Source: an optimization exercise on an open RTL-to-GDS flow (aim: a short achievable clock period and few clock cycles). Production flows keep margins and buffers that such runs may drop. Only simulation tests tie the RTL to the original design; equivalence was not proved. Power figures rest on the tool's default switching activity, not on a simulated workload.

$ cat flow/flow/run.sh
#!/bin/bash
# The standard layout, run with two layout options changed:
# - the timing repair aims below the 14 ns target: repair_timing treats
#   any path with less than SETUP_SLACK_MARGIN of slack as violating;
# - the buffer placed on every input and output port is buf_4 instead of
#   the flow's default pick.
# The clock, its period and the I/O constraints are the standard flow's own, unchanged.
set -euo pipefail
bash standard.sh SETUP_SLACK_MARGIN=10 "BUFFER_PORTS_ARGS=-buffer_cell sky130_fd_sc_hd__buf_4" finish > standard_make.log 2>&1
$ cat flow/standard.sh
#!/bin/bash
# synth_recipe.tcl (not shown) runs the flow's synth.tcl, then flattens the netlist and writes it again
# the make line also repeats each setting of config.mk as NAME=value (left out here)
make -C /OpenROAD-flow-scripts/flow DESIGN_CONFIG=/design/flow/config.mk WORK_HOME=/design/flow/orfs CLKGATE_MAP_FILE= SYNTH_SCRIPT=/design/flow/synth_recipe.tcl "${@:-finish}"
$ cat flow/config.mk
export PLATFORM = sky130hd
export DESIGN_NAME = otter_mcu
export DESIGN_NICKNAME = otter_mcu
export VERILOG_FILES = /design/flow/design.v
export SDC_FILE = /design/flow/constraint.sdc
export NUM_CORES = 4
export LEC_CHECK = 0
export ABC_CLOCK_PERIOD_IN_PS = 4500
export CAP_MARGIN = 20
export CORE_MARGIN = 2
export CORE_UTILIZATION = 35
export SLEW_MARGIN = 20
export TNS_END_PERCENT = 100
$ cat flow/constraint.sdc
create_clock -name core_clock -period 14.0 [get_ports {i_clk}]
set_input_delay 2.8000 -clock core_clock [delete_from_list [all_inputs] [get_ports {i_clk}]]
set_output_delay 2.8000 -clock core_clock [all_outputs]
set_load 0.01 [all_outputs]
$ cat flow/design.v
package otter_pkg;
    typedef logic [31:0] xlen_t;
    typedef logic [4:0]  reg_addr_t;
    localparam xlen_t RESET_VEC = 32'h0000_0000;
    localparam int    NUM_REGS  = 32;
    typedef enum logic [6:0] {
        OPC_LUI    = 7'b0110111,
        OPC_AUIPC  = 7'b0010111,
        OPC_JAL    = 7'b1101111,
        OPC_JALR   = 7'b1100111,
        OPC_BRANCH = 7'b1100011,
        OPC_LOAD   = 7'b0000011,
        OPC_STORE  = 7'b0100011,
        OPC_OP_IMM = 7'b0010011,
        OPC_OP     = 7'b0110011
    } opcode_e;
    localparam logic [2:0] F3_BEQ  = 3'b000;
    localparam logic [2:0] F3_BNE  = 3'b001;
    localparam logic [2:0] F3_BLT  = 3'b100;
    localparam logic [2:0] F3_BGE  = 3'b101;
    localparam logic [2:0] F3_BLTU = 3'b110;
    localparam logic [2:0] F3_BGEU = 3'b111;
    localparam logic [2:0] F3_SR   = 3'b101;
    typedef enum logic [3:0] {
        ALU_ADD      = 4'b0000,
        ALU_SUB      = 4'b1000,
        ALU_SLL      = 4'b0001,
        ALU_SLT      = 4'b0010,
        ALU_SLTU     = 4'b0011,
        ALU_XOR      = 4'b0100,
        ALU_SRL      = 4'b0101,
        ALU_SRA      = 4'b1101,
        ALU_OR       = 4'b0110,
        ALU_AND      = 4'b0111,
        ALU_LUI_COPY = 4'b1001
    } alu_func_e;
    typedef enum logic [2:0] {IMM_I, IMM_S, IMM_B, IMM_U, IMM_J} imm_sel_e;
    typedef enum logic [1:0] {WB_PC_PLUS4, WB_DMEM, WB_ALU} wb_sel_e;
    typedef enum logic [1:0] {PC_RESET, PC_INC, PC_TARGET} pc_src_e;
    typedef enum logic [1:0] {ST_INIT, ST_EXEC, ST_WR_BK} state_e;
    typedef struct packed {
        logic [6:0] funct7;
        reg_addr_t  rs2;
        reg_addr_t  rs1;
        logic [2:0] funct3;
        reg_addr_t  rd;
        logic [6:0] opcode;
    } r_fmt_t;
    typedef struct packed {
        logic [11:0] imm_11_0;
        reg_addr_t   rs1;
        logic [2:0]  funct3;
        reg_addr_t   rd;
        logic [6:0]  opcode;
    } i_fmt_t;
    typedef struct packed {
        logic [6:0] imm_11_5;
        reg_addr_t  rs2;
        reg_addr_t  rs1;
        logic [2:0] funct3;
        logic [4:0] imm_4_0;
        logic [6:0] opcode;
    } s_fmt_t;
    typedef struct packed {
        logic       imm_12;
        logic [5:0] imm_10_5;
        reg_addr_t  rs2;
        reg_addr_t  rs1;
        logic [2:0] funct3;
        logic [3:0] imm_4_1;
        logic       imm_11;
        logic [6:0] opcode;
    } b_fmt_t;
    typedef struct packed {
        logic [19:0] imm_31_12;
        reg_addr_t   rd;
        logic [6:0]  opcode;
    } u_fmt_t;
    typedef struct packed {
        logic       imm_20;
        logic [9:0] imm_10_1;
        logic       imm_11;
        logic [7:0] imm_19_12;
        reg_addr_t  rd;
        logic [6:0] opcode;
    } j_fmt_t;
    typedef union packed {
        r_fmt_t r;
        i_fmt_t i;
        s_fmt_t s;
        b_fmt_t b;
        u_fmt_t u;
        j_fmt_t j;
    } instr_u;
endpackage
`timescale 1ns/100ps
module otter_decoder (
    input  otter_pkg::instr_u  i_instr,
    output logic    o_lui,
    output logic    o_auipc,
    output logic    o_jal,
    output logic    o_jalr,
    output logic    o_br,
    output logic    o_ld,
    output logic    o_st,
    output logic    o_opi,
    output logic    o_op,
    output logic    o_wb,
    output logic    o_use1,
    output logic    o_use2,
    output logic    o_useimm,
    output logic [8:0] o_rsel,
    output logic    o_sub,
    output logic    o_sra
);
    logic [6:0] opc;
    logic [2:0] f3;
    logic       alt;
    assign opc = i_instr.r.opcode;
    assign f3  = i_instr.r.funct3;
    assign alt = i_instr.r.funct7[5];
    assign o_lui   = (opc == otter_pkg::OPC_LUI);
    assign o_auipc = (opc == otter_pkg::OPC_AUIPC);
    assign o_jal   = (opc == otter_pkg::OPC_JAL);
    assign o_jalr  = (opc == otter_pkg::OPC_JALR);
    assign o_br    = (opc == otter_pkg::OPC_BRANCH);
    assign o_ld    = (opc == otter_pkg::OPC_LOAD);
    assign o_st    = (opc == otter_pkg::OPC_STORE);
    assign o_opi   = (opc == otter_pkg::OPC_OP_IMM);
    assign o_op    = (opc == otter_pkg::OPC_OP);
    assign o_wb     = o_lui | o_auipc | o_jal | o_jalr | o_ld | o_opi | o_op;
    assign o_use1   = o_jalr | o_br | o_ld | o_st | o_opi | o_op;
    assign o_use2   = o_br | o_st | o_op;
    assign o_useimm = !o_op;
    always_comb begin
        o_rsel = '0;
        if (o_opi || o_op) o_rsel[f3] = 1'b1;
        else               o_rsel[8]  = 1'b1;
    end
    assign o_sub = o_op && alt && (f3 == 3'd0);
    assign o_sra = alt && (f3 == otter_pkg::F3_SR);
endmodule
`timescale 1ns/100ps
module otter_fsm (
    input  logic        i_v_e,
    input  logic        i_e_t,
    input  logic        i_e_j,
    input  logic        i_ms_d,
    input  logic        i_ms_f,
    input  logic        i_mt_d,
    input  logic        i_mt_f,
    input  logic [11:2] i_nxt_e,
    input  logic [11:2] i_tgt_e,
    input  logic [11:2] i_j_next,
    input  logic        i_v_d,
    input  logic        i_d_sel_jal,
    input  logic        i_d_sel_br,
    input  logic        i_d_sel_l,
    input  logic        i_d_sel_c,
    input  logic [11:2] i_t_jal,
    input  logic [11:2] i_t_br,
    input  logic [11:2] i_t_l,
    input  logic [11:2] i_t_c,
    input  logic [11:2] i_f_pred,
    output logic [11:2] o_pc_f,
    output logic        o_v_d,
    output logic        o_v_e
);
    logic e_n, e_t, e_j;
    logic s_n, s_t, s_j;
    logic d_ok, s_jal, s_br, s_l, s_c, s_f;
    assign e_t = i_v_e && i_e_t;
    assign e_j = i_v_e && i_e_j;
    assign e_n = i_v_e && !i_e_t && !i_e_j;
    assign s_n = e_n && !i_ms_d && !i_ms_f;
    assign s_t = e_t && !i_mt_d && !i_mt_f;
    assign s_j = e_j;
    assign d_ok  = i_v_d && (!i_v_e || (e_n && i_ms_d) || (e_t && i_mt_d));
    assign s_jal = d_ok && i_d_sel_jal;
    assign s_br  = d_ok && i_d_sel_br;
    assign s_l   = d_ok && i_d_sel_l;
    assign s_c   = d_ok && i_d_sel_c;
    assign s_f   = !(s_n || s_t || s_j || s_jal || s_br || s_l || s_c);
    assign o_pc_f = ({10{s_n}}   & i_nxt_e)
                  | ({10{s_t}}   & i_tgt_e)
                  | ({10{s_j}}   & i_j_next)
                  | ({10{s_jal}} & i_t_jal)
                  | ({10{s_br}}  & i_t_br)
                  | ({10{s_l}}   & i_t_l)
                  | ({10{s_c}}   & i_t_c)
                  | ({10{s_f}}   & i_f_pred);
    assign o_v_d = s_f;
    assign o_v_e = d_ok;
endmodule
`timescale 1ns/100ps
module otter_pc (
    input  logic         i_clk,
    input  logic         i_rst,
    input  logic [11:2]  i_pc,
    input  logic         i_nt,       
    output logic [11:2]  o_pred,
    output logic         o_hit,
    input  logic         i_we,
    input  logic         i_inv,
    input  logic [11:2]  i_wpc,
    input  logic [11:2]  i_wtgt
);
    logic [31:0] valid;
    logic [4:0]  tag [32];
    logic [9:0]  tgt [32];
    logic [4:0]  ridx, widx;
    assign ridx  = i_pc[6:2];
    assign widx  = i_wpc[6:2];
    assign o_hit = valid[ridx] && (tag[ridx] == i_pc[11:7]) && !i_nt;
    assign o_pred = o_hit ? tgt[ridx] : (i_pc + 10'd1);
    always_ff @(posedge i_clk) begin
        if (!i_rst) begin
            valid <= '0;
        end else if (i_we) begin
            valid[widx] <= 1'b1;
        end else if (i_inv && (tag[widx] == i_wpc[11:7])) begin
            valid[widx] <= 1'b0;
        end
    end
    always_ff @(posedge i_clk) begin
        if (i_we) begin
            tag[widx] <= i_wpc[11:7];
            tgt[widx] <= i_wtgt;
        end
    end
endmodule
module otter_tgt_add (
    input  logic [11:2] i_pc,
    input  logic [11:2] i_off,
    output logic [11:2] o_sum
);
    logic [5:0] lo;
    logic [4:0] hi0, hi1;
    assign lo    = {1'b0, i_pc[6:2]} + {1'b0, i_off[6:2]};
    assign hi0   = i_pc[11:7] + i_off[11:7];
    assign hi1   = i_pc[11:7] + i_off[11:7] + 5'd1;
    assign o_sum = {lo[5] ? hi1 : hi0, lo[4:0]};
endmodule
`timescale 1ns/100ps
module otter_rfile (
    input  logic       i_clk,
    input  otter_pkg::reg_addr_t  i_rs1_addr,
    input  otter_pkg::reg_addr_t  i_rs2_addr,
    input  otter_pkg::reg_addr_t  i_rd_addr,
    input  logic       i_we,
    input  otter_pkg::xlen_t      i_w_data,
    output otter_pkg::xlen_t      o_rs1,
    output otter_pkg::xlen_t      o_rs2
);
    otter_pkg::xlen_t regs [otter_pkg::NUM_REGS];
    always_ff @(posedge i_clk) begin
        if (i_we && (i_rd_addr != '0)) begin
            regs[i_rd_addr] <= i_w_data;
        end
    end
    assign o_rs1 = (i_rs1_addr == '0) ? '0 : regs[i_rs1_addr];
    assign o_rs2 = (i_rs2_addr == '0) ? '0 : regs[i_rs2_addr];
endmodule
`timescale 1ns/100ps
module otter_imm_gen (
    input  otter_pkg::instr_u    i_instr,
    output otter_pkg::xlen_t     o_imm
);
    always_comb begin
        case (i_instr.r.opcode)
            otter_pkg::OPC_STORE: o_imm = {{20{i_instr.s.imm_11_5[6]}}, i_instr.s.imm_11_5,
                                           i_instr.s.imm_4_0};
            otter_pkg::OPC_BRANCH: o_imm = {{19{i_instr.b.imm_12}}, i_instr.b.imm_12, i_instr.b.imm_11,
                                            i_instr.b.imm_10_5, i_instr.b.imm_4_1, 1'b0};
            otter_pkg::OPC_LUI,
            otter_pkg::OPC_AUIPC: o_imm = {i_instr.u.imm_31_12, 12'b0};
            otter_pkg::OPC_JAL: o_imm = {{11{i_instr.j.imm_20}}, i_instr.j.imm_20, i_instr.j.imm_19_12,
                                         i_instr.j.imm_11, i_instr.j.imm_10_1, 1'b0};
            default: o_imm = {{20{i_instr.i.imm_11_0[11]}}, i_instr.i.imm_11_0};
        endcase
    end
endmodule
module otter_pred_off (
    input  logic [31:0] i_instr,
    output logic        o_pred,
    output logic [11:2] o_off
);
    logic is_jal, is_br;
    assign is_jal = (i_instr[6:0] == otter_pkg::OPC_JAL);
    assign is_br  = (i_instr[6:0] == otter_pkg::OPC_BRANCH);
    assign o_pred = is_jal || (is_br && i_instr[31]);
    assign o_off  = is_jal ? {i_instr[20], i_instr[30:22]}
                           : {i_instr[7], i_instr[30:25], i_instr[11:9]};
endmodule
`timescale 1ns/100ps
module otter_alu (
    input  otter_pkg::xlen_t  i_a,
    input  otter_pkg::xlen_t  i_rs2,
    input  otter_pkg::xlen_t  i_imm,
    input  logic              i_useimm,
    input  logic [8:0]        i_sel,
    input  logic              i_sub,
    input  logic              i_sra,
    input  otter_pkg::xlen_t  i_cres,
    output otter_pkg::xlen_t  o_result
);
    logic [31:0] b;
    logic [4:0]  shamt;
    logic [31:0] sum_r, sum_i, addsub, sll, srx;
    logic        slt, sltu;
    assign b      = i_useimm ? i_imm : i_rs2;
    assign shamt  = b[4:0];
    assign sum_r  = i_sub ? (i_a - i_rs2) : (i_a + i_rs2);
    assign sum_i  = i_a + i_imm;
    assign addsub = i_useimm ? sum_i : sum_r;
    assign slt    = i_useimm ? ($signed(i_a) < $signed(i_imm)) : ($signed(i_a) < $signed(i_rs2));
    assign sltu   = i_useimm ? (i_a < i_imm) : (i_a < i_rs2);
    assign sll    = i_a << shamt;
    assign srx    = i_sra ? 32'($signed(i_a) >>> shamt) : (i_a >> shamt);
    assign o_result = ({32{i_sel[0]}} & addsub)
                    | ({32{i_sel[1]}} & sll)
                    | ({32{i_sel[2]}} & {31'b0, slt})
                    | ({32{i_sel[3]}} & {31'b0, sltu})
                    | ({32{i_sel[4]}} & (i_a ^ b))
                    | ({32{i_sel[5]}} & srx)
                    | ({32{i_sel[6]}} & (i_a | b))
                    | ({32{i_sel[7]}} & (i_a & b))
                    | ({32{i_sel[8]}} & i_cres);
endmodule
`timescale 1ns/100ps
module otter_branch_unit (
    input  logic [2:0]        i_f3,
    input  otter_pkg::xlen_t  i_rs1,
    input  otter_pkg::xlen_t  i_rs2,
    output logic              o_br_taken
);
    always_comb begin
        case (i_f3)
            otter_pkg::F3_BEQ:  o_br_taken = (i_rs1 == i_rs2);
            otter_pkg::F3_BNE:  o_br_taken = (i_rs1 != i_rs2);
            otter_pkg::F3_BLT:  o_br_taken = ($signed(i_rs1) < $signed(i_rs2));
            otter_pkg::F3_BGE:  o_br_taken = ($signed(i_rs1) >= $signed(i_rs2));
            otter_pkg::F3_BLTU: o_br_taken = (i_rs1 < i_rs2);
            otter_pkg::F3_BGEU: o_br_taken = (i_rs1 >= i_rs2);
            default: o_br_taken = 1'b0;
        endcase
    end
endmodule
module otter_loop_pred (
    input  logic         i_clk,
    input  logic         i_rst,
    input  logic         i_br,
    input  logic [11:2]  i_pc,
    input  logic [2:0]   i_f3,
    input  logic [31:0]  i_a,
    input  logic [31:0]  i_b,
    input  logic [11:2]  i_pc_f,
    output logic         o_nt
);
    logic        lb_v;
    logic [11:2] lb_pc;
    logic [2:0]  lb_f3;
    logic [31:0] last_a, last_b, prev_a, prev_b;
    logic        c1_v, c2_v;
    logic [31:0] n2a, n2b;
    logic        p1, p1_v, p2, p2_v;
    logic        same;
    logic        p2_res;
    assign same = lb_v && (lb_pc == i_pc);
    always_ff @(posedge i_clk) begin
        if (!i_rst) begin
            lb_v <= 1'b0;
            c1_v <= 1'b0;
            c2_v <= 1'b0;
            p1_v <= 1'b0;
            p2_v <= 1'b0;
        end else begin
            c1_v <= i_br && same;
            c2_v <= c1_v;
            if (i_br) begin
                lb_v <= 1'b1;
                p1_v <= same && p2_v;
                p2_v <= 1'b0;
            end else if (c2_v) begin
                p2_v <= 1'b1;
            end
        end
    end
    otter_branch_unit u_cmp (
        .i_f3       (lb_f3),
        .i_rs1      (n2a),
        .i_rs2      (n2b),
        .o_br_taken (p2_res)
    );
    always_ff @(posedge i_clk) begin
        if (i_br) begin
            lb_pc  <= i_pc;
            lb_f3  <= i_f3;
            last_a <= i_a;
            last_b <= i_b;
            prev_a <= last_a;
            prev_b <= last_b;
            p1     <= p2;
        end
        n2a <= last_a + {last_a[30:0], 1'b0} - {prev_a[30:0], 1'b0};
        n2b <= last_b + {last_b[30:0], 1'b0} - {prev_b[30:0], 1'b0};
        if (c2_v) p2 <= p2_res;
    end
    assign o_nt = p1_v && !p1 && (i_pc_f == lb_pc);
endmodule
`timescale 1ns/100ps
module otter_mcu (
    input  logic   i_clk,
    input  logic   i_rst,
    input  otter_pkg::xlen_t  i_imem_r_data,
    output otter_pkg::xlen_t  o_imem_addr,
    input  otter_pkg::xlen_t  i_dmem_r_data,
    output logic   o_dmem_re,
    output logic   o_dmem_we,
    output otter_pkg::xlen_t  o_dmem_addr,
    output otter_pkg::xlen_t  o_dmem_w_data
);
    logic [11:2] pc_f;
    logic [11:2] pc_fn;
    logic [11:2] pc_fi;
    logic        v_d;
    logic [11:2] pc_d;
    logic        v_e;
    logic [11:2] pc_e;
    logic [11:2] nxt_e;
    logic [11:2] tgt_e;
    logic [31:0] imm_e;
    logic [31:0] opa_e;
    logic        useimm_e;
    logic [31:0] rs2_e;
    logic [31:0] cres_e;
    logic [4:0]  rd_e;
    logic        wb_e;
    logic        ld_e;
    logic        st_e;
    logic        br_e;
    logic        jal_e;
    logic        jalr_e;
    logic        bb_e;       
    logic        jv_e;
    logic [11:0] jchk_e;
    logic        hz_e;
    logic [2:0]  f3_e;
    logic [8:0]  rsel_e;
    logic        sub_e;
    logic        sra_e;
    logic        wb_m;
    logic        ld_m;
    logic [4:0]  rd_m;
    logic [31:0] res_m;
    logic        re_m;
    logic        we_m;
    logic [31:0] addr_m;
    logic [31:0] wd_m;
    logic        wb_l;
    logic        ld_l;
    logic [4:0]  rd_l;
    logic [31:0] res_l;
    logic [11:2] pc_f_nxt;
    logic        v_d_nxt, v_e_nxt;
    logic        bw_we;
    logic        bw_inv;
    logic [11:2] bw_pc;
    logic [11:2] bw_tgt;
    logic [11:2] pred_f;
    logic        hit_f;
    logic        hit_d;      
    logic        lp_nt;      
    logic        lp_nt_d;    
    otter_pc u_pc (
        .i_clk    (i_clk),
        .i_rst    (i_rst),
        .i_pc     (pc_fi),
        .i_nt     (lp_nt),
        .o_pred   (pred_f),
        .o_hit    (hit_f),
        .i_we     (bw_we),
        .i_inv    (bw_inv),
        .i_wpc    (bw_pc),
        .i_wtgt   (bw_tgt)
    );
    assign o_imem_addr = {20'b0, pc_f, 2'b00};
    assign pc_fi       = ~pc_fn;
    logic [31:0] ir_d;
    assign ir_d = i_imem_r_data;
    logic        d_lui, d_auipc, d_jal, d_jalr, d_br, d_ld, d_st, d_opi, d_op;
    logic        d_wb, d_use1, d_use2, d_useimm;
    logic [4:0]  d_rs1, d_rs2, d_rd;
    logic [2:0]  d_f3;
    logic [31:0] d_imm;
    logic [8:0]  d_rsel;
    logic        d_sub, d_sra;
    otter_decoder u_decoder (
        .i_instr  (ir_d),
        .o_lui    (d_lui),
        .o_auipc  (d_auipc),
        .o_jal    (d_jal),
        .o_jalr   (d_jalr),
        .o_br     (d_br),
        .o_ld     (d_ld),
        .o_st     (d_st),
        .o_opi    (d_opi),
        .o_op     (d_op),
        .o_wb     (d_wb),
        .o_use1   (d_use1),
        .o_use2   (d_use2),
        .o_useimm (d_useimm),
        .o_rsel   (d_rsel),
        .o_sub    (d_sub),
        .o_sra    (d_sra)
    );
    assign d_rs1 = ir_d[19:15];
    assign d_rs2 = ir_d[24:20];
    assign d_rd  = ir_d[11:7];
    assign d_f3  = ir_d[14:12];
    otter_imm_gen u_imm_gen (
        .i_instr (ir_d),
        .o_imm   (d_imm)
    );
    logic [31:0] rf_rs1, rf_rs2;
    logic [31:0] l_wdata;
    assign l_wdata = ld_l ? i_dmem_r_data : res_l;
    otter_rfile u_rfile (
        .i_clk      (i_clk),
        .i_rs1_addr (d_rs1),
        .i_rs2_addr (d_rs2),
        .i_rd_addr  (rd_l),
        .i_we       (wb_l),
        .i_w_data   (l_wdata),
        .o_rs1      (rf_rs1),
        .o_rs2      (rf_rs2)
    );
    logic        e_wr;
    logic        d_fa, d_fb;
    logic [31:0] d_rs1v, d_rs2v;
    logic [31:0] e_res;
    assign e_wr = v_e && wb_e && !hz_e;
    assign d_fa = e_wr && (rd_e == d_rs1);
    assign d_fb = e_wr && (rd_e == d_rs2);
    always_comb begin
        if (d_fa)                           d_rs1v = e_res;
        else if (wb_m && !ld_m && rd_m == d_rs1) d_rs1v = res_m;
        else if (wb_l && rd_l == d_rs1)     d_rs1v = l_wdata;
        else                                d_rs1v = rf_rs1;
        if (d_fb)                           d_rs2v = e_res;
        else if (wb_m && !ld_m && rd_m == d_rs2) d_rs2v = res_m;
        else if (wb_l && rd_l == d_rs2)     d_rs2v = l_wdata;
        else                                d_rs2v = rf_rs2;
    end
    logic d_haz;
    assign d_haz =
        (e_wr && ld_e && (((rd_e == d_rs1) && d_use1) || ((rd_e == d_rs2) && d_use2))) ||
        (wb_m && ld_m && (((rd_m == d_rs1) && d_use1) || ((rd_m == d_rs2) && d_use2)));
    logic [11:2] d_offj, d_offb, d_ioff;
    logic [11:2] t_jal, t_br;
    logic        d_sel_jal, d_sel_br;
    assign d_offj = {ir_d[20], ir_d[30:22]};
    assign d_offb = {ir_d[7], ir_d[30:25], ir_d[11:9]};
    assign d_ioff = ir_d[31:22];
    otter_tgt_add u_add_jal (.i_pc(pc_d), .i_off(d_offj), .o_sum(t_jal));
    otter_tgt_add u_add_br  (.i_pc(pc_d), .i_off(d_offb), .o_sum(t_br));
    assign d_sel_jal = d_jal && !hit_d && (d_offj != 10'd1);
    assign d_sel_br  = d_br && ir_d[31] && !hit_d && !lp_nt_d;
    logic        lc_v, cc_v;
    logic [4:0]  lc_reg, cc_reg;
    logic [11:2] lc_val, cc_val;
    logic        h_l, h_c;
    logic [11:2] t_l, t_c;
    logic        d_jv, d_sel_l, d_sel_c;
    logic [11:2] d_jval;
    assign h_l = lc_v && (lc_reg == d_rs1);
    assign h_c = cc_v && (cc_reg == d_rs1);
    otter_tgt_add u_add_l (.i_pc(lc_val), .i_off(d_ioff), .o_sum(t_l));
    otter_tgt_add u_add_c (.i_pc(cc_val), .i_off(d_ioff), .o_sum(t_c));
    assign d_jv    = d_jalr && (h_l || h_c);
    assign d_sel_l = d_jalr && h_l;
    assign d_sel_c = d_jalr && !h_l && h_c;
    assign d_jval  = h_l ? lc_val : cc_val;
    logic [11:2] d_tgt;
    logic [12:2] d_pc4;
    logic [31:0] d_cres;
    always_comb begin
        if (d_jal)       d_tgt = t_jal;
        else if (d_br)   d_tgt = t_br;
        else if (h_l)    d_tgt = t_l;
        else             d_tgt = t_c;
    end
    assign d_pc4 = {1'b0, pc_d} + 11'd1;
    always_comb begin
        if (d_lui)        d_cres = d_imm;
        else if (d_auipc) d_cres = {d_imm[31:12], pc_d, 2'b00};
        else              d_cres = {19'b0, d_pc4, 2'b00};
    end
    logic [31:0] e_a, e_sd;
    logic [31:0] e_addr;
    logic [11:0] e_jaddr;
    logic        e_taken;
    assign e_a  = opa_e;
    assign e_sd = rs2_e;
    otter_alu u_alu (
        .i_a      (e_a),
        .i_rs2    (e_sd),
        .i_imm    (imm_e),
        .i_useimm (useimm_e),
        .i_sel    (rsel_e),
        .i_sub    (sub_e),
        .i_sra    (sra_e),
        .i_cres   (cres_e),
        .o_result (e_res)
    );
    assign e_addr  = e_a + imm_e;
    assign e_jaddr = e_a[11:0] + imm_e[11:0];
    otter_branch_unit u_branch_unit (
        .i_f3       (f3_e),
        .i_rs1      (e_a),
        .i_rs2      (e_sd),
        .o_br_taken (e_taken)
    );
    otter_loop_pred u_loop_pred (
        .i_clk  (i_clk),
        .i_rst  (i_rst),
        .i_br   (v_e && !hz_e && bb_e),
        .i_pc   (pc_e),
        .i_f3   (f3_e),
        .i_a    (e_a),
        .i_b    (e_sd),
        .i_pc_f (pc_fi),
        .o_nt   (lp_nt)
    );
    logic e_jok, e_t, e_j;
    assign e_jok = jv_e && (e_a[11:0] == jchk_e);
    assign e_t   = !hz_e && (jal_e || (br_e && e_taken) || (jalr_e && e_jok));
    assign e_j   = hz_e || (jalr_e && !e_jok);
    logic ms_d, ms_f, mt_d, mt_f;
    assign ms_d = v_d && (pc_d == nxt_e);
    assign ms_f =        (pc_fi == nxt_e);
    assign mt_d = v_d && (pc_d == tgt_e);
    assign mt_f =        (pc_fi == tgt_e);
    otter_fsm u_fsm (
        .i_v_e       (v_e),
        .i_e_t       (e_t),
        .i_e_j       (e_j),
        .i_ms_d      (ms_d),
        .i_ms_f      (ms_f),
        .i_mt_d      (mt_d),
        .i_mt_f      (mt_f),
        .i_nxt_e     (nxt_e),
        .i_tgt_e     (tgt_e),
        .i_j_next    (hz_e ? pc_e : e_jaddr[11:2]),
        .i_v_d       (v_d),
        .i_d_sel_jal (d_sel_jal),
        .i_d_sel_br  (d_sel_br),
        .i_d_sel_l   (d_sel_l),
        .i_d_sel_c   (d_sel_c),
        .i_t_jal     (t_jal),
        .i_t_br      (t_br),
        .i_t_l       (t_l),
        .i_t_c       (t_c),
        .i_f_pred    (pred_f),
        .o_pc_f      (pc_f_nxt),
        .o_v_d       (v_d_nxt),
        .o_v_e       (v_e_nxt)
    );
    always_ff @(posedge i_clk) begin
        if (!i_rst) begin
            pc_f  <= '0;
            pc_fn <= '1;
            v_d  <= 1'b0;
            v_e  <= 1'b0;
        end else begin
            pc_f  <= pc_f_nxt;
            pc_fn <= ~pc_f_nxt;
            v_d  <= v_d_nxt;
            v_e  <= v_e_nxt;
        end
    end
    always_ff @(posedge i_clk) begin
        pc_d <= pc_fi;
    end
    always_ff @(posedge i_clk) begin
        if (!i_rst) begin
            bw_we  <= 1'b0;
            bw_inv <= 1'b0;
        end else begin
            bw_we  <= v_e && !hz_e && (e_t || e_j);
            bw_inv <= v_e && !hz_e && br_e && !e_taken;
        end
    end
    always_ff @(posedge i_clk) begin
        bw_pc  <= pc_e;
        bw_tgt <= jalr_e && !e_jok ? e_jaddr[11:2] : tgt_e;
    end
    always_ff @(posedge i_clk) begin
        if (!i_rst) begin
            hit_d   <= 1'b0;
            lp_nt_d <= 1'b0;
            lc_v  <= 1'b0;
            cc_v  <= 1'b0;
        end else begin
            hit_d   <= hit_f && v_d_nxt;
            lp_nt_d <= lp_nt && v_d_nxt;
            if (v_d && d_wb && (d_rd != 5'd0)) begin
                if (d_jal || d_jalr)        lc_v <= 1'b1;
                else if (d_rd == lc_reg)    lc_v <= 1'b0;
                if (d_lui || d_auipc)       cc_v <= 1'b1;
                else if (d_rd == cc_reg)    cc_v <= 1'b0;
            end
        end
    end
    always_ff @(posedge i_clk) begin
        if (v_d && (d_jal || d_jalr) && (d_rd != 5'd0)) begin
            lc_reg <= d_rd;
            lc_val <= d_pc4[11:2];
        end
        if (v_d && (d_lui || d_auipc) && (d_rd != 5'd0)) begin
            cc_reg <= d_rd;
            cc_val <= d_auipc ? pc_d : 10'd0;
        end
    end
    always_ff @(posedge i_clk) begin
        pc_e    <= pc_d;
        nxt_e   <= d_pc4[11:2];
        tgt_e   <= d_tgt;
        imm_e   <= d_imm;
        opa_e   <= d_rs1v;
        useimm_e <= d_useimm;
        rs2_e   <= d_rs2v;
        cres_e  <= d_cres;
        rd_e    <= d_rd;
        wb_e    <= d_wb && (d_rd != 5'd0);
        ld_e    <= d_ld;
        st_e    <= d_st;
        br_e    <= d_br;
        jal_e   <= d_jal;
        jalr_e  <= d_jalr;
        bb_e    <= d_br && ir_d[31];
        jv_e    <= d_jv;
        jchk_e  <= {d_jval, 2'b00};
        hz_e    <= d_haz;
        f3_e    <= d_f3;
        rsel_e  <= d_rsel;
        sub_e   <= d_sub;
        sra_e   <= d_sra;
    end
    always_ff @(posedge i_clk) begin
        if (!i_rst) begin
            wb_m <= 1'b0;
            re_m <= 1'b0;
            we_m <= 1'b0;
            wb_l <= 1'b0;
        end else begin
            wb_m <= v_e && wb_e && !hz_e;
            re_m <= v_e && ld_e && !hz_e;
            we_m <= v_e && st_e && !hz_e;
            wb_l <= wb_m;
        end
    end
    always_ff @(posedge i_clk) begin
        ld_m  <= ld_e;
        rd_m  <= rd_e;
        res_m <= e_res;
        addr_m <= e_addr;
        wd_m   <= e_sd;
        ld_l  <= ld_m;
        rd_l  <= rd_m;
        res_l <= res_m;
    end
    assign o_dmem_re     = re_m;
    assign o_dmem_we     = we_m;
    assign o_dmem_addr   = addr_m;
    assign o_dmem_w_data = wd_m;
endmodule
==> results of run 1 <==
[kinds of logic (layout without fill, tap and decap cells)]
logic type,after synthesis,in the layout,synth area share
AND/OR/NAND/NOR,1299,1299,0.0554
AO/OA/AOI/OAI,1341,1342,0.0830
flip-flops,2175,2175,0.561
adder cells (fa/ha/maj),396,396,0.0511
buffers and inverters,953,1658,0.0346
multiplexers,1118,1118,0.191
other,1,67,0.0000349
XOR/XNOR,305,305,0.0248
[worst max-delay path: cells and delay by family (launching register included)]
kind                       cells  cell delay [ns]
AOI/OAI and AO/OA              9             2.63
adders and majority gates      1             0.24
buffers and inverters          3             0.43
DFF                            1             0.33
and+or+nand+nor                3             0.50
[timing repair]
item | in CTS | in global routing
cloned | 86 | 14
buffers inserted | 219 | 87
pin swaps | 134 | 141
endpoints found under the setup margin | 296 | 247
gates resized for setup | 827 | 266
[how the worst max path moves through the flow]
stage,start,depth (start not counted),endpoint
floorplan,i_imem_r_data[20],10,rs2_e[16]
detailed placement,i_imem_r_data[15],11,opa_e[16]
finish,opa_e[10],16,pc_f[7]
CTS,rs2_e[10],17,pc_f[2]
global placement,i_imem_r_data[15],11,opa_e[16]
global route,rs2_e[30],18,pc_f[2]
[cells in the final DEF, fill, tap and decap left out, drive strengths merged, types with 30 or more instances in the layout]
master     n
a221oi    47
clkbuf   320
o211ai    99
xnor2    202
ha       324
o22ai     53
mux4     732
or3       30
dfxtp    500
fa        72
nand2b    37
xor2     103
conb      56
inv      496
o21a      37
nor2b     37
edfxtp  1675
buf      700
mux2i    263
and2      40
nand3     79
nor2     418
o21ai    310
nand4     52
a21oi    294
a211oi    50
mux2     123
o221ai    37
nor4      31
a22oi     54
o21bai    32
a21o      72
clkinv    74
a21boi    36
nor3     109
nand2    392
[per-layer routing]
metal  track usage  part of all wire  vias up
met3        0.0482             0.096     1065
met2         0.395              0.46     4293
met4         0.129             0.066        6
met1         0.311              0.38    38000
li1              -                 -    30500
met5             0          0.000076        -
[power by group through the flow]
stage / registers [uW] / logic, uW / clock network, uW
6_report: 7350 / 3310 / 6350
3_3_place_gp: 7480 / 2670 / 0
2_1_floorplan: 7350 / 1850 / 0
5_1_grt: 7360 / 3480 / 6640
3_5_place_dp: 7480 / 2690 / 0
4_1_cts: 7350 / 3150 / 6410
[synthesized netlist by cell type (72+ instances only)]
master / instances
xor2_1: 103
buf_1: 107
xnor2_1: 202
nand2_1: 392
mux4_2: 732
ha_1: 324
nor2_1: 418
dfxtp_1: 500
mux2_2: 123
inv_1: 487
a21oi_1: 294
nor3_1: 109
fa_1: 72
mux2i_1: 263
edfxtp_1: 1675
nand3_1: 78
a21o_1: 72
o211ai_1: 99
o21ai_0: 309
clkbuf_1: 295
[final cells by class]
cell class,instances,area [um^2]
repair buffers,741,9920
well taps,4100,5130
diodes,11,27.5
multi-input cells,4516,46800
clock inverters,119,1310
inverters,492,1890
fillers,27100,174000
flip-flops and latches,2175,60600
clock buffers,306,6480
[stage by stage]
step           hold WS [ns]  worst slack (ns)
6_report              0.360              9.57
5_1_grt               0.364              9.53
4_1_cts               0.364              9.61
3_5_place_dp          0.355              7.00
3_3_place_gp          0.357              6.90
2_1_floorplan         0.329              9.09
==> metrics.yaml, run 1 <==
worst_setup_path:
  worstPathArrival_ns: 5.10
  critPathCaptureType: "register"
  worst_path_most_repeated_cell: "buf_12"
  cp_max_fo: 4
  crit_slowest_cell: "a2111o_1"
  cp-start-kind: "register"
  critical_path.cell_chain: "buf_12 > ha_4 > o21a_1 > a211o_1 > a2111o_1 > nand2b_4 > a21o_4 > a211oi_4 > buf_12 > nand3_4 > and3_4 > buf_6 > a222oi_1 > o21ai_1 > a221o_1 > a22o_1"
  critical_path_class: "register to register"
  r2r-start: "opa_e[10]"
  reg2reg_depth: 16
  r2r_setup_slack_ns: 9.57
  rr_endpoint: "pc_f[7]"
  crit_required_ns: 14.67
  critPathMaxStageDelay_ns: 0.40
clock_network:
  clk_path_buf_depth: 4
  cts.htree.levels: 4
  cts_tree: "yes"
  postCtsHoldBufs: 0
  root_buffer: "clkbuf_16"
  clk_pin_slew_worst_paths_ns: 0.06
  clkLatencyLatePin_ns: 0.95
  numCtsBuffers: 230
  cts_num_sinks: 2175
detailed_routing:
  ant_nets: 0
  drt_iter0_drc: 9351
  vias_per_cell: 5.92
  vias: 73800
  drt_wl_total_um: 395000
  drt-wirelength-per-cell_um: 31.7
  drcViolationCount: 0
  dr.pass1.iters: 7
synthesis:
  synth_top_area_cell: "edfxtp_1"
  syn_area_per_cell_um2: 14.2
  synthCells: 7588
  yosysWarnings: 7
  ys_types: 88
  synth_seq_cells: 2175
  yosys.area.top_type_share: 0.467
  synth_ff_type: "edfxtp_1"
  async_flop_share: 0
  yosys-top-cells-area: "edfxtp_1 (47%), mux4_2 (15%), dfxtp_1 (9.3%), ha_1 (3.8%), mux2i_1 (2.4%)"
  synth-edff-count: 1675
  ys_seq_area_frac: 0.561
  syn-cell-area_mm2: 0.108
pwr:
  combPwrFrac: 0.195
  p_per_area_mw_per_mm2: 129
  switchingPower_uw: 4710
  clock_power_share: 0.373
  switching_share: 0.277
  p_total_uw: 17000
  power_frac_seq: 0.432
  total_leakage_power_uw: 0.0475
  ir_drop_v: 0.000132
  power.internal_uw: 12300
floorplan:
  initial_core_util: 0.352
  fp.dieH_um: 558
  core_mm2: 0.306
  ioPinCount: 164
  die_area_mm2: 0.312
  num_rows: 203
  die_w_um: 558
timing:
  hold_viol_final: 0
  setup-tns-final_ns: 0
  final_max_slew_viol_count: 0
  post-route-min-period_ns: 4.43
  tightest_slew_ns: 1.09
  slew_headroom: 0.271
  fin_crit_sh: 0.316
  setup_viol: 0
  rsz0062_at_grt: "yes"
  fmax_mhz: 226
  clock_skew_ns: 0.153
layout:
  fin_cells: 12500
  post_route_cells_drive_above_1_share: 0.303
  fin_nets: 8618
  final_cell_area_mm2: 0.132
  largest_register: "u_rfile.regs"
  largest_reg_flops: 1024
  reg.largest.list: "u_rfile.regs: 1024 flops, u_pc.tgt: 320 flops, u_pc.tag: 160 flops"
  syn_to_final_growth_pct: 22.8
  fin_util: 0.432
worst_hold_path:
  hp-class: "register to register"
  min_path_cells: 0
  hp-start: "rd_e[1]"
  whs_endpoint: "rd_m[1]"
grt:
  grt_pass1_wl_um: 546000
  overflow: 0
  antenna_found_initial: 35
  grt_pass1_vias: 72800
  track_usage: 0.245
  grt_max_degree: 66
run_status:
  status: "no timing/DRC/antenna violations"
place:
  dp_cells: 11600
  port_buffers: 141
  hpwlAfterDp_um: 229000
  placed_area_mm2: 0.114
  gp_congestion: 0.937
run:
  maxCapViolCount: 0
Testbench counts, summed over its fixed seeds: cycles 131,924.
==> run 2: changes to the inputs <==
--- a/flow/flow/run.sh
+++ b/flow/flow/run.sh
@@ -6,4 +6,4 @@
 #   the flow's default pick.
 # The clock, its period and the I/O constraints are the standard flow's own, unchanged.
 set -euo pipefail
-bash standard.sh SETUP_SLACK_MARGIN=10 "BUFFER_PORTS_ARGS=-buffer_cell sky130_fd_sc_hd__buf_4" finish > standard_make.log 2>&1
+bash standard.sh SETUP_SLACK_MARGIN=10.5 "BUFFER_PORTS_ARGS=-buffer_cell sky130_fd_sc_hd__buf_4" finish > standard_make.log 2>&1
--- a/flow/config.mk
+++ b/flow/config.mk
@@ -8,6 +8,6 @@
 export ABC_CLOCK_PERIOD_IN_PS = 4500
 export CAP_MARGIN = 20
 export CORE_MARGIN = 2
-export CORE_UTILIZATION = 35
+export CORE_UTILIZATION = 40
 export SLEW_MARGIN = 20
 export TNS_END_PERCENT = 100
==> run 2 against run 1 <==
Still clean on timing, DRC and antenna. Clock skew grew 0.023 ns. Core utilization grew 7.1 points. Combinational power grew 6.3%. Flip-flop and latch count is the same. Routed wire length grew 0.61%. Clock-buffer cell count shrank 2. Via count grew 2.6%. Cell count shrank 3.2%. First-iteration DRC count grew 17%. Largest cell class unchanged.
==> metrics.yaml, run 2 <==
pwr:
  ir_drop_v: 0.000116  # -12%
  power_frac_seq: 0.427  # -0.005
  p_per_area_mw_per_mm2: 128  # -0.68%
  combPwrFrac: 0.204  # +0.009
  switching_share: 0.279  # +0.00213
  switchingPower_uw: 4810  # +2.0%
  total_leakage_power_uw: 0.0487  # +2.5%
  clock_power_share: 0.368  # -0.005
  power.internal_uw: 12400  # +0.94%
layout:
  post_route_cells_drive_above_1_share: 0.342  # +0.0394
  mostFrequentLayoutCells: "edfxtp_1 (1675), mux4_2 (732), inv_1 (457)"
  largest_register: "u_rfile.regs"
  final_cell_area_mm2: 0.135  # +1.9%
  fin_nets: 8764  # +1.7%
  syn_to_final_growth_pct: 25.2
  fin_cells: 12100  # -3.2%
  final_common_cell: "edfxtp_1"
  reg.largest.list: "u_rfile.regs: 1024 flops, u_pc.tgt: 320 flops, u_pc.tag: 160 flops"
  largest_reg_flops: 1024  # unchanged
synthesis:
  synth-edff-count: 1675  # unchanged
  yosysMostFrequentCell: "edfxtp_1"
  yosys-top-cells-area: "edfxtp_1 (47%), mux4_2 (15%), dfxtp_1 (9.3%), ha_1 (3.8%), mux2i_1 (2.4%)"
  synth_top_area_cell: "edfxtp_1"
  synthTopCellsByCount: "edfxtp_1 (1675), mux4_2 (732), dfxtp_1 (500)"
  syn_area_per_cell_um2: 14.2  # unchanged
  synth_seq_cells: 2175  # unchanged
  ys_types: 88  # unchanged
  async_flop_share: 0  # unchanged
  synth_ff_type: "edfxtp_1"
  ys_seq_area_frac: 0.561  # unchanged
  yosysWarnings: 7  # unchanged
  syn-cell-area_mm2: 0.108  # unchanged
  yosys.area.top_type_share: 0.467  # unchanged
  synthCells: 7588  # unchanged
place:
  dp_cells: 11100  # -4.6%
  gp_congestion: 0.991  # +5.8%
  hpwlAfterDp_um: 230000  # +0.60%
  placed_area_mm2: 0.114  # -0.20%
  port_buffers: 141  # unchanged
floorplan:
  ioPinCount: 164  # unchanged
  initial_core_util: 0.402  # +0.0501
  fp.dieH_um: 523  # -6.4%
  die_area_mm2: 0.273  # -12%
  die_w_um: 523  # -6.4%
  num_rows: 190  # -6.4%
  core_mm2: 0.268  # -12%
grt:
  grt_pass1_vias: 73700  # +1.2%
  grt_pass1_wl_um: 551000  # +0.96%
  grt_max_degree: 75  # +14%
  antenna_found_initial: 45  # +29%
  overflow: 0  # unchanged
  track_usage: 0.283  # +0.0379
worst_setup_path:
  critical_path_class: "input port to register"
  crit_slowest_cell: "nor3b_4"
  crit_required_ns: 14.78  # +0.11 ns
  critPathCaptureType: "register"
  critPathMaxStageDelay_ns: 0.32  # -0.08 ns
  cp-start-kind: "input port"
  critical_path.cell_chain: "buf_16 > buf_16 > buf_8 > buf_6 > buf_6 > xor2_1 > nor3_1 > nand3_1 > nor3b_4 > buf_12 > buf_12 > buf_6 > buf_12 > buf_16 > a221o_1 > o211ai_1 > o21ai_1"
  cp_max_fo: 7  # +3
  worstPathArrival_ns: 5.31  # +0.21 ns
timing:
  final_max_slew_viol_count: 0  # unchanged
  setup_viol: 0  # unchanged
  setup-tns-final_ns: 0  # unchanged
  hold_viol_final: 0  # unchanged
  fmax_mhz: 221  # -2.1%
  clock_skew_ns: 0.176  # +0.0231 ns
  slew_headroom: 0.270  # -0.00151
  tightest_slew_ns: 1.09  # +0.00370 ns
  rsz0062_at_grt: "yes"
  fin_crit_sh: 0.323  # +0.00677
  post-route-min-period_ns: 4.52  # +0.0947 ns
clock_network:
  numCtsBuffers: 231  # +0.43%
  cts.htree.levels: 4  # unchanged
  root_buffer: "clkbuf_16"
  clk_path_buf_depth: 4  # unchanged
  postCtsHoldBufs: 0  # unchanged
  cts_num_sinks: 2175  # unchanged
  clk_pin_slew_worst_paths_ns: 0.06  # about the same
  cts_tree: "yes"
  clkLatencyLatePin_ns: 0.97  # +0.02 ns
detailed_routing:
  drt-wirelength-per-cell_um: 32.9  # +3.9%
  vias_per_cell: 6.28  # +6.0%
  drt_iter0_drc: 10900  # +17%
  drt_wl_total_um: 397000  # +0.61%
  drcViolationCount: 0  # unchanged
  dr.pass1.iters: 8  # +1
  vias: 75700  # +2.6%
  ant_nets: 0  # unchanged
run:
  maxCapViolCount: 0  # unchanged
run_status:
  status: "no timing/DRC/antenna violations"
worst_hold_path:
  hp-class: "register to register"
==> run 2: cell count changes in the layout (fill, tap and decap cells not counted), moves of 25 or more <==
| cell | previous run | this run |
|---|---|---|
| xnor2_1 | 179 | 154 |
| a21oi_1 | 251 | 222 |
| buf_6 | 148 | 186 |
| buf_4 | 369 | 434 |
| buf_12 | 68 | 95 |
| o21ai_0 | 208 | 178 |
| nor2_1 | 380 | 345 |
==> run 2: per-stage QoR <==
step / hold WS (ns) / setup WS [ns] / total power [uW] / util
3_5_place_dp: 0.356 / 6.92 / 10200 / 0.427
4_1_cts: 0.349 / 9.60 / 17000 / 0.492
3_3_place_gp: 0.359 / 6.90 / 10200 / 0.427
6_report: 0.346 / 9.48 / 17200 / 0.503
5_1_grt: 0.368 / 9.50 / 17700 / 0.503
2_1_floorplan: 0.329 / 9.09 / 9210 / -
==> run 2: timing repair <==
| item | 4_1_cts | 5_1_grt |
|---|---|---|
| buffers inserted | 321 | 111 |
| resized for setup | 1104 | 357 |
| gates cloned | 90 | 13 |
| pin swaps | 271 | 206 |
| setup endpoints to repair | 356 | 306 |
==> run 2: final cells by class <==
cell class	count	area, um^2
Fill cell	22300	133000
Sequential cell	2175	60600
Multi-Input combinational cell	4521	48500
Timing Repair Buffer	878	11400
Clock buffer	304	6360
Tap cell	3552	4440
Inverter	492	1940
Clock inverter	121	1400
Timing Repair inverter	3	45.0
Antenna cell	15	37.5
==> run 2: per-layer routing <==
layer	global-route usage	up-vias	routed length (um)
li1	-	30800	-
met4	0.152	22	26200
met5	0	-	147
met3	0.0605	1221	43300
met2	0.444	4906	182000
met1	0.366	38700	146000
==> run 2: logic make-up (layout without fill, tap and decap cells) <==
family	Yosys count	after routing	share of synthesized area
compound gates	1341	1342	0.0830
xor+xnor	305	305	0.0248
fa+ha+maj	396	396	0.0511
buf+inv	953	1798	0.0346
flops	2175	2175	0.561
mux	1118	1118	0.191
other cells	1	71	0.0000349
simple gates	1299	1304	0.0554
==> run 2: final timing paths <==
kind,startpoint,to,slack (ns),depth (start not counted)
min reg2reg,rd_e[4],rd_m[4],0.35,0
max reg2reg,rs2_e[21],pc_f[8],9.55,18
max,i_imem_r_data[23],rs2_e[29],9.48,17
min,rd_e[4],rd_m[4],0.35,0
==> run 2: worst max-delay path: cells and delay by family <==
family,cells,cell delay [ns]
buffers and inverters,10,1.31
AND/OR/NAND/NOR,3,0.73
AO/OA/AOI/OAI,3,0.29
XOR/XNOR,1,0.15
==> run 2: power groups by stage <==
| stage | Sequential (uW) | Clock (uW) | Combinational [uW] |
|---|---|---|---|
| after floorplan | 7350 | 0 | 1860 |
| after global placement | 7480 | 0 | 2680 |
| after detailed placement | 7480 | 0 | 2690 |
| after CTS | 7350 | 6390 | 3270 |
| after global routing | 7370 | 6640 | 3690 |
| final | 7360 | 6340 | 3520 |

afterwards: timing with drivers on the ports:
Ports are ideal in the flow. The routed layouts listed here were re-timed in OpenROAD. Step 1 sets driving cells, clkbuf_16 on the clock port and buf_2 on the other inputs (assumed; they add their load-dependent delay and slew). Step 2 moves the port delays by t, midway between the first and last clock arrival at a register: inputs arrive t later, outputs are due t later. That takes back most of the time a late clock gives input paths. Slacks: ideal ports / drivers / drivers and shift; pairs: ideal ports / drivers.
run | shift t [ns] | setup WS [ns] | slew at the worst register clock pin (ns) | pins driven straight from the clock port
run 1 | 0.980 | 9.572 / 9.336 / 8.356 | 0.07 / 0.07 | 1
run 2 | 0.988 | 9.477 / 9.340 / 8.352 | 0.07 / 0.07 | 1
After both steps every run listed still meets setup and hold. The setup slack of run 1, which loses most, moves by -0.236 ns with the drivers and by -1.216 ns with both steps.
